Background: an optimization exercise with open tools, aiming at small area and a short achievable clock period. Do not read the settings as production practice. Function was checked by simulation only, so behaviour that the tests miss may differ from the original. Power is estimated from default activity; no workload was simulated.

==> flow/design.v (excerpt) <==
module tru_top
(
   input  logic        clk,
   input  logic        rst_n_i,
   input  logic        tab_wr_en_i,
   input  logic [3:0]  tab_wr_fid_i,
   input  logic [1:0]  tab_wr_sub_i,
   input  logic        tab_wr_valid_i,
   input  logic [7:0]  tab_wr_pattern_mask_i,
   input  logic [7:0]  tab_wr_pattern_match_i,
   input  logic [7:0]  tab_wr_ports_mask_i,
   input  logic [7:0]  tab_wr_ports_egress_i,
   input  logic [7:0]  tab_wr_ports_ingress_i,
   input  logic        req_valid_i,
   input  logic [3:0]  req_fid_i,
   input  logic [2:0]  req_port_i,
   input  logic [7:0]  ep_status_i,
   input  logic [7:0]  pass_all_i,
   output logic        resp_valid_o,
   output logic        resp_drop_o,
   output logic [2:0]  resp_port_o,
   output logic [7:0]  resp_port_mask_o
);
make LEC_CHECK=0 CAP_MARGIN=20 CORE_MARGIN=2 CORE_UTILIZATION=40 SETUP_SLACK_MARGIN=2.5 SLEW_MARGIN=20 SYNTH_HIERARCHICAL=1 finish   # period 5.0 ns
run.sh (not shown) runs the stock make flow with config.mk's settings and CLKGATE_MAP_FILE= SYNTH_SCRIPT=/design/flow/synth_recipe.tcl, a recipe that flattens the netlist after the stock synthesis.
==> next run, changes <==
--- a/flow/config.mk
+++ b/flow/config.mk
@@ -9,3 +9,3 @@
 export CORE_MARGIN = 2
-export CORE_UTILIZATION = 40
+export CORE_UTILIZATION = 60
 export SETUP_SLACK_MARGIN = 2.5
After rerunning: The changed run completed without violations. Sequential cell count is unchanged. Routed wire length drops by 3.2%. Die area drops by 33%. Cell area drops by 0.46%. Utilization climbs by 25 points. Hold slack improves by 0.014 ns. Via count climbs by 1.4%. Clock skew drops by 0.040 ns. Combinational power climbs by about 2%. Synthesized area stays the same.

* * *

== run 1 ==
tru_top, a different RTL version from the one above (not shown whole).
Size in the first run: roughly 4400 cells after synthesis, about 87 I/O pins, about 76000 um2 of cells after synthesis.
Design tru_top, start of the top module:
module tru_top
(
   input  logic        clk,
   input  logic        rst_n_i,
   input  logic        tab_wr_en_i,
   input  logic [3:0]  tab_wr_fid_i,
   input  logic [1:0]  tab_wr_sub_i,
   input  logic        tab_wr_valid_i,
   input  logic [7:0]  tab_wr_pattern_mask_i,
   input  logic [7:0]  tab_wr_pattern_match_i,
   input  logic [7:0]  tab_wr_ports_mask_i,
   input  logic [7:0]  tab_wr_ports_egress_i,
   input  logic [7:0]  tab_wr_ports_ingress_i,
   input  logic        req_valid_i,
   input  logic [3:0]  req_fid_i,
   input  logic [2:0]  req_port_i,
   input  logic [7:0]  ep_status_i,
   input  logic [7:0]  pass_all_i,
   output logic        resp_valid_o,
   output logic        resp_drop_o,
   output logic [2:0]  resp_port_o,
   output logic [7:0]  resp_port_mask_o
);
   localparam int NP    = tru_pkg::NUM_PORTS;
   localparam int W0_W  = tru_pkg::W0_W;
   localparam int PAT_W = tru_pkg::PAT_W;
   localparam int POR_W = tru_pkg::PORT_W;
   function automatic logic [4:0] pat_enc(input logic [2:0] m, input logic [2:0] v);
      case (m)
         3'b111:  pat_enc = {2'b11, v[2], v[1], v[0]};
         3'b110:  pat_enc = {3'b100, v[1], v[2]};
         3'b101:  pat_enc = {3'b101, v[0], v[2]};
         3'b011:  pat_enc = {3'b010, v[0], v[1]};
         3'b001:  pat_enc = {4'b0110, v[0]};
         3'b010:  pat_enc = {4'b0111, v[1]};
  ...
clock: 5.0 ns
lec_check: 0
cap_margin: 20
core_margin: 2
core_utilization: 60
cts_cluster_diameter: 90
cts_cluster_size: 25
setup_slack_margin: 2.4
slew_margin: 20
synth_hierarchical: 1
tns_end_percent: 5
Input-level comparison between run 2 and run 1:
diff --git a/flow/config.mk b/flow/config.mk
--- a/flow/config.mk
+++ b/flow/config.mk
@@ -13 +13 @@
-export SETUP_SLACK_MARGIN = 2.4
+export SETUP_SLACK_MARGIN = 2.5
Notes after the runs:
- Run 2 went all the way through the flow, and no timing, DRC or antenna check failed.
- Compared run 1 against run 2; ratio of final minimum period to clock period within noise.
- Run 2 vs run 1: routed via count divided by cell count down
- Looking at final design utilization, run 2 sits 0.56 points above run 1.
- Lower clock period minus final worst setup slack goes to run 2 over run 1.
- Going from run 1 to run 2, power spent charging and discharging nets grows by 0.46%.
- Between run 1 and run 2, the flow reports final area increasing slightly.
- Diff run 1 and run 2: total power divided by cell area lower in run 2
Inputs modified between run 2 and run 3:
diff --git a/flow/config.mk b/flow/config.mk
--- a/flow/config.mk
+++ b/flow/config.mk
@@ -11,3 +11,3 @@
-export CTS_CLUSTER_DIAMETER = 90
-export CTS_CLUSTER_SIZE = 25
-export SETUP_SLACK_MARGIN = 2.5
+export CTS_CLUSTER_DIAMETER = 100
+export CTS_CLUSTER_SIZE = 30
+export SETUP_SLACK_MARGIN = 2.4
@@ -16 +15,0 @@
-export TNS_END_PERCENT = 5
--- outcome ---
Run 3 finished every step from synthesis to the final layout, and the layout passed the timing, design-rule and antenna checks. Register-to-register slack | run 3 below run 2. NOTE: total stage count of the critical path in run 3 exceeds that of run 2. Sort run 2 and run 3 by switching part of the total power asc -> top: run 2. Run 2 → run 3: final core area utilization now larger, detailed-route vias per instance has increased, cell area rose 0.53%, power consumption fell 0.00043 W, non-clock buffer count rose 17. Looking at cell at the slowest stage of the critical path, the a311oi_4 result is from run 2; the dfxtp_4 one comes from run 3.
Modified inputs, run 4 compared to run 3
diff --git a/flow/config.mk b/flow/config.mk
--- a/flow/config.mk
+++ b/flow/config.mk
@@ -13 +13 @@
-export SETUP_SLACK_MARGIN = 2.4
+export SETUP_SLACK_MARGIN = 2.5
@@ -15,0 +16 @@
+export TNS_END_PERCENT = 5
Results
- Compare run 4 and run 3 | met3 usage in global routing lower: run 3
- Row share of cells above drive strength 1: run 4 lower / run 3 higher
- Higher logic depth of the worst setup path including buffers goes to run 3 over run 4.
- Summary: via count, run 4 better than run 3
- Compared with run 3, run 4 shows a higher antenna cell count.

* * *

Another version of the RTL of tru_top (not shown whole).
Size: roughly 4400 cells after synthesis, roughly 87 I/O pins, ~76000 um2 of cells after synthesis.
export LEC_CHECK = 0
export CAP_MARGIN = 20
export CORE_MARGIN = 2
export CORE_UTILIZATION = 60
export CTS_CLUSTER_DIAMETER = 90
export CTS_CLUSTER_SIZE = 25
export SETUP_SLACK_MARGIN = 2.3
export SLEW_MARGIN = 20
export SYNTH_HIERARCHICAL = 1
create_clock -name core_clock -period 5.0 [get_ports {clk}]
The first run completed without violations.
Then changed:
--- a/flow/config.mk
+++ b/flow/config.mk
@@ -8,5 +8,5 @@
 export CAP_MARGIN = 20
 export CORE_MARGIN = 2
-export CORE_UTILIZATION = 60
+export CORE_UTILIZATION = 70
 export CTS_CLUSTER_DIAMETER = 90
 export CTS_CLUSTER_SIZE = 25
Synthesized area is unchanged; routed wire length went down by 1.8%; utilization went up by 12 points; register-to-register slack degrades by 0.07 ns; total power hardly moves; synthesized cell count stays the same; global-route usage went up by 4.7 points; worst setup slack degrades by 0.013 ns.
Then changed:
--- a/flow/config.mk
+++ b/flow/config.mk
@@ -8,8 +8,8 @@
 export CAP_MARGIN = 20
 export CORE_MARGIN = 2
-export CORE_UTILIZATION = 70
+export CORE_UTILIZATION = 60
 export CTS_CLUSTER_DIAMETER = 90
 export CTS_CLUSTER_SIZE = 25
-export SETUP_SLACK_MARGIN = 2.3
+export SETUP_SLACK_MARGIN = 2.45
 export SLEW_MARGIN = 20
 export SYNTH_HIERARCHICAL = 1
=> Synthesized area stays the same; global-route usage shrinks by 3.1 points; cell area grows by 5.0%; final cell count grows by 6.2%; clock skew is about the same; wire length grows by 9.7%.
Then changed:
--- a/flow/config.mk
+++ b/flow/config.mk
@@ -11,5 +11,6 @@
 export CTS_CLUSTER_DIAMETER = 90
 export CTS_CLUSTER_SIZE = 25
-export SETUP_SLACK_MARGIN = 2.45
+export SETUP_SLACK_MARGIN = 2.6
 export SLEW_MARGIN = 20
 export SYNTH_HIERARCHICAL = 1
+export TNS_END_PERCENT = 5
Effect: The changed run passed the timing, design-rule and antenna checks. Routed wire length rises by 3.2%. Count of clock-buffer cells in the layout rises by 6. Combinational power hardly moves. Non-clock buffer count rises by 35. Clock skew stays flat. Final area falls by 0.81%.

[what the ideal ports hide]
The results above use ideal ports. As a check the final layouts listed here were re-extracted and re-timed, cells and wires unchanged.
Step 1 (the two cells are an assumption about what drives the block):
set clk [get_ports {clk}]
set_driving_cell -lib_cell sky130_fd_sc_hd__clkbuf_16 $clk
set_driving_cell -lib_cell sky130_fd_sc_hd__buf_2 [delete_from_list [all_inputs] $clk]
Step 2 adds t to the input delays and takes it off the output delays; t is the mean of the earliest and latest rising clock arrival at the registers after step 1. Input paths then give back, and output paths get back, about the clock's delay inside the block.
Slacks: ideal / step 1 / step 2; pairs: ideal / step 1.
run	t (ns)	setup WS [ns]	hold WS [ns]	worst setup path after step 2	latest minus earliest clock arrival (ns)
the first run of note 1	0.922	1.693 / 1.706 / 0.783	0.431 / 0.431 / 0.431	input to register	0.073 / 0.073
the second run of note 1	0.905	1.753 / 1.640 / 0.736	0.444 / 0.444 / 0.444	input to register	0.029 / 0.029
run 1	0.798	2.218 / 2.252 / 1.477	0.458 / 0.458 / 0.458	input to register	0.030 / 0.031
run 2	0.795	2.222 / 2.222 / 1.460	0.451 / 0.451 / 0.451	input to register	0.037 / 0.038
run 3	0.799	2.186 / 2.186 / 1.621	0.462 / 0.462 / 0.462	input to register	0.030 / 0.029
run 4	0.788	2.227 / 2.196 / 1.408	0.455 / 0.455 / 0.455	input to register	0.036 / 0.036
the first run of note 3	0.807	2.169 / 2.222 / 1.414	0.443 / 0.443 / 0.443	input to register	0.037 / 0.037
the second run of note 3	0.786	2.156 / 2.193 / 1.407	0.451 / 0.451 / 0.451	input to register	0.028 / 0.029
the third run of note 3	0.807	2.181 / 2.235 / 1.428	0.454 / 0.454 / 0.454	input to register	0.030 / 0.031
the fourth run of note 3	0.805	2.298 / 2.315 / 1.509	0.452 / 0.452 / 0.452	input to register	0.025 / 0.025
After both steps setup and hold are still met in every run listed. For the second run of note 1, which loses most, drivers alone change the setup slack by -0.113 ns; drivers and shift together by -1.017 ns.
